This is an optimization exercise on Yosys and OpenROAD, whose aim is small area, a short achievable clock period and few clock cycles per item, not a production implementation. Function was checked by simulation only, so behaviour that the tests miss may differ from the original.

## bitmap_shape_rasterizer_unit
module bitmap_shape_rasterizer_unit (
   input  logic       clock,
   input  logic       reset,
   input  logic       req_valid,
   output logic       req_ready,
   input  logic [2:0] req_mode,
   input  logic [4:0] req_row,
   input  logic [5:0] req_col,
   input  logic [5:0] req_size,
   input  logic [5:0] req_height,
   output logic       rsp_valid,
   input  logic       rsp_ready,
   output logic       rsp_pixel,
   output logic       rsp_is_read_data
);
Size in the first run: about 6300 cells after synthesis, about 2200 flip-flops, about 34 I/O pins, about 100000 um^2 of cells after synthesis.
export LEC_CHECK = 0
export CAP_MARGIN = 20
export CORE_MARGIN = 2
export CORE_UTILIZATION = 40
export PLACE_DENSITY = 0.6
export SLEW_MARGIN = 20
create_clock -name core_clock -period 9.0 [get_ports {clock}]
run.sh (not shown) runs the stock make flow with config.mk's settings and CLKGATE_MAP_FILE= SYNTH_SCRIPT=/design/flow/synth_recipe.tcl, a recipe that flattens the netlist after the stock synthesis.
Testbench counts at the start, summed over its fixed seeds: cycles 161,166, items 2,400.
==> next run, changes <==
--- a/flow/design.v
+++ b/flow/design.v
@@ -150,12 +150,14 @@
    localparam logic [3:0] S_WR   = 4'd6;   
    localparam logic [3:0] S_CELL = 4'd7;   
    localparam logic [3:0] S_RSP  = 4'd8;   
    logic [3:0]        state_ff, state_in;
    bsr_pkg::req_type           cmd_ff, cmd_in;
    logic [RIDX_W-1:0] row_ff, row_in;
+   logic [RIDX_W-1:0] rend_ff, rend_in;    
+   logic signed [7:0] rq, sq, hq, rlo, rhi;
    logic [ROWS-1:0]   valid_ff, valid_in;
    logic [11:0]       sq_ff, sq_in;
    logic signed [17:0] thi_ff, thi_in, tlm_ff, tlm_in;
    logic [2:0]        bit_ff, bit_in;
    logic [SQRT_W-1:0] rhi_ff, rhi_in, rlo_ff, rlo_in;
    bsr_pkg::rsp_type           res_ff, res_in, rsp_data_ff, rsp_data_in;
@@ -173,24 +175,55 @@
    logic [RIDX_W-1:0] ram_raddr;
    assign req_ready = (state_ff == S_IDLE);
    assign req_fire  = req_valid && req_ready;
    assign rsp_valid = rsp_valid_ff;
    assign rsp_data  = rsp_data_ff;
    assign rsp_free  = !rsp_valid_ff || rsp_ready;
-   assign last_row  = (row_ff == RIDX_W'(ROWS - 1));
+   assign last_row  = (row_ff == rend_ff);
+   always_comb begin
+      rq = 8'(req_data.row);
+      sq = 8'(req_data.size);
+      hq = 8'(req_data.height);
+      case (req_data.mode)
+         bsr_pkg::MODE_RECT: begin
+            rlo = (hq == 8'sd0) ? rq - 8'sd1 : rq;
+            rhi = (hq == 8'sd0) ? rq : rq + hq - 8'sd1;
+         end
+         bsr_pkg::MODE_TRI: begin
+            rlo = rq;
+            rhi = (sq == 8'sd0) ? rq : rq + sq - 8'sd1;
+         end
+         bsr_pkg::MODE_CIRCLE: begin
+            rlo = rq - sq;
+            rhi = rq + sq;
+         end
+         default: begin
+            rlo = rq;
+            rhi = rq;
+         end
+      endcase
+      if (rlo < 8'sd0) rlo = 8'sd0;
+      if (rhi > 8'sd31) rhi = 8'sd31;
+   end
    assign dx   = signed'(10'(row_ff)) - signed'(10'(cmd_ff.row));
    assign adx  = dx[9] ? 8'(-dx) : 8'(dx);
    assign cand = (state_ff == S_ISH ? rhi_ff : rlo_ff) | (SQRT_W'(1) << bit_ff);
    always_comb begin
       case (state_ff)
          S_SQ:    mul_op = 8'(cmd_ff.size);
          S_DX:    mul_op = adx;
          default: mul_op = 8'(cand);
       endcase
    end
    assign mul_prod = mul_op * mul_op;
+   logic [SQRT_W-1:0] cand_lo;
+   logic [15:0]       mul_lo;
+   logic signed [17:0] prod_lo;
+   assign cand_lo = rlo_ff | (SQRT_W'(1) << bit_ff);
+   assign mul_lo  = 16'(cand_lo) * 16'(cand_lo);
+   assign prod_lo = signed'(18'(mul_lo));
    assign prod_s   = signed'(18'(mul_prod));
    assign ring_lo = signed'(18'(sq_ff)) - signed'(18'(cmd_ff.size));
    assign ring_hi = signed'(18'(sq_ff)) + signed'(18'(cmd_ff.size));
    assign ring_a   = tlm_ff[17] ? '0 : rlo_ff + SQRT_W'(1);
    assign ring.lo  = ring_a;
    assign ring.hi  = rhi_ff;
@@ -218,12 +251,13 @@
       .rdata (rdata)
    );
    always_comb begin
       state_in     = state_ff;
       cmd_in       = cmd_ff;
       row_in       = row_ff;
+      rend_in      = rend_ff;
       valid_in     = valid_ff;
       sq_in        = sq_ff;
       thi_in       = thi_ff;
       tlm_in       = tlm_ff;
       bit_in       = bit_ff;
       rhi_in       = rhi_ff;
@@ -232,13 +266,14 @@
       rsp_data_in  = rsp_data_ff;
       rsp_valid_in = rsp_valid_ff && !rsp_ready;
       case (state_ff)
          S_IDLE: begin
             if (req_fire) begin
                cmd_in              = req_data;
-               row_in              = '0;
+               row_in              = RIDX_W'(rlo);
+               rend_in             = RIDX_W'(rhi);
                res_in.pixel        = 1'b0;
                res_in.is_read_data = (req_data.mode == bsr_pkg::MODE_READ);
                case (req_data.mode)
                   bsr_pkg::MODE_CLEAR: begin
                      valid_in = '0;
                      state_in = S_RSP;
@@ -255,23 +290,25 @@
             state_in = S_DX;
          end
          S_DX: begin
             thi_in   = ring_hi - prod_s;
             tlm_in   = ring_lo - prod_s - 18'sd1;
             rhi_in   = '0;
+            rlo_in   = '0;
             bit_in   = 3'(SQRT_W - 1);
             state_in = S_ISH;
          end
          S_ISH: begin
             if (!thi_ff[17] && (prod_s <= thi_ff)) begin
                rhi_in = cand;
             end
+            if (!tlm_ff[17] && (prod_lo <= tlm_ff)) begin
+               rlo_in = cand_lo;
+            end
             if (bit_ff == 3'd0) begin
-               rlo_in   = '0;
-               bit_in   = 3'(SQRT_W - 1);
-               state_in = S_ISL;
+               state_in = S_RD;
             end else begin
                bit_in = bit_ff - 3'd1;
             end
          end
          S_ISL: begin
             if (!tlm_ff[17] && (prod_s <= tlm_ff)) begin
@@ -321,12 +358,13 @@
          state_ff     <= state_in;
          valid_ff     <= valid_in;
          rsp_valid_ff <= rsp_valid_in;
       end
       cmd_ff      <= cmd_in;
       row_ff      <= row_in;
+      rend_ff     <= rend_in;
       sq_ff       <= sq_in;
       thi_ff      <= thi_in;
       tlm_ff      <= tlm_in;
       bit_ff      <= bit_in;
       rhi_ff      <= rhi_in;
       rlo_ff      <= rlo_in;
Outcome: The new run completed without violations. Die area climbs by 1.7%. Sequential share of layout area is lower by 0.61 points. Cell area is higher by 1.3%. Wire length drops by 1.4%. Sequential cell count rises by 5. Synthesized cell count climbs by 4.5%.
Testbench counts after the change, summed over its fixed seeds: cycles 44,443, items 2,400.

what the ideal ports hide:
How much do the figures lean on ideal ports? The routed layouts below were timed once more, with nothing changed but the port constraints.
Step 1 (the two cells are an assumption about what drives the block):
set clk [get_ports {clock}]
set_driving_cell -lib_cell sky130_fd_sc_hd__clkbuf_16 $clk
set_driving_cell -lib_cell sky130_fd_sc_hd__buf_2 [delete_from_list [all_inputs] $clk]
Step 2, shift: input delay + t, output delay - t, t = (earliest + latest rising clock arrival at the registers) / 2. This alone moves slack from input paths to output paths.
Slacks: no drivers / after step 1 / after step 2; pairs: no drivers / after step 1.
run | t (ns) | slack for setup (ns) | worst setup path after step 2 | slew at the worst register clock pin (ns)
the first run | 0.985 | 0.716 / 0.716 / 0.716 | register to register | 0.07 / 0.07
the second run | 0.962 | 0.797 / 0.797 / 0.797 | register to register | 0.07 / 0.07
After both steps every run listed still meets setup and hold.
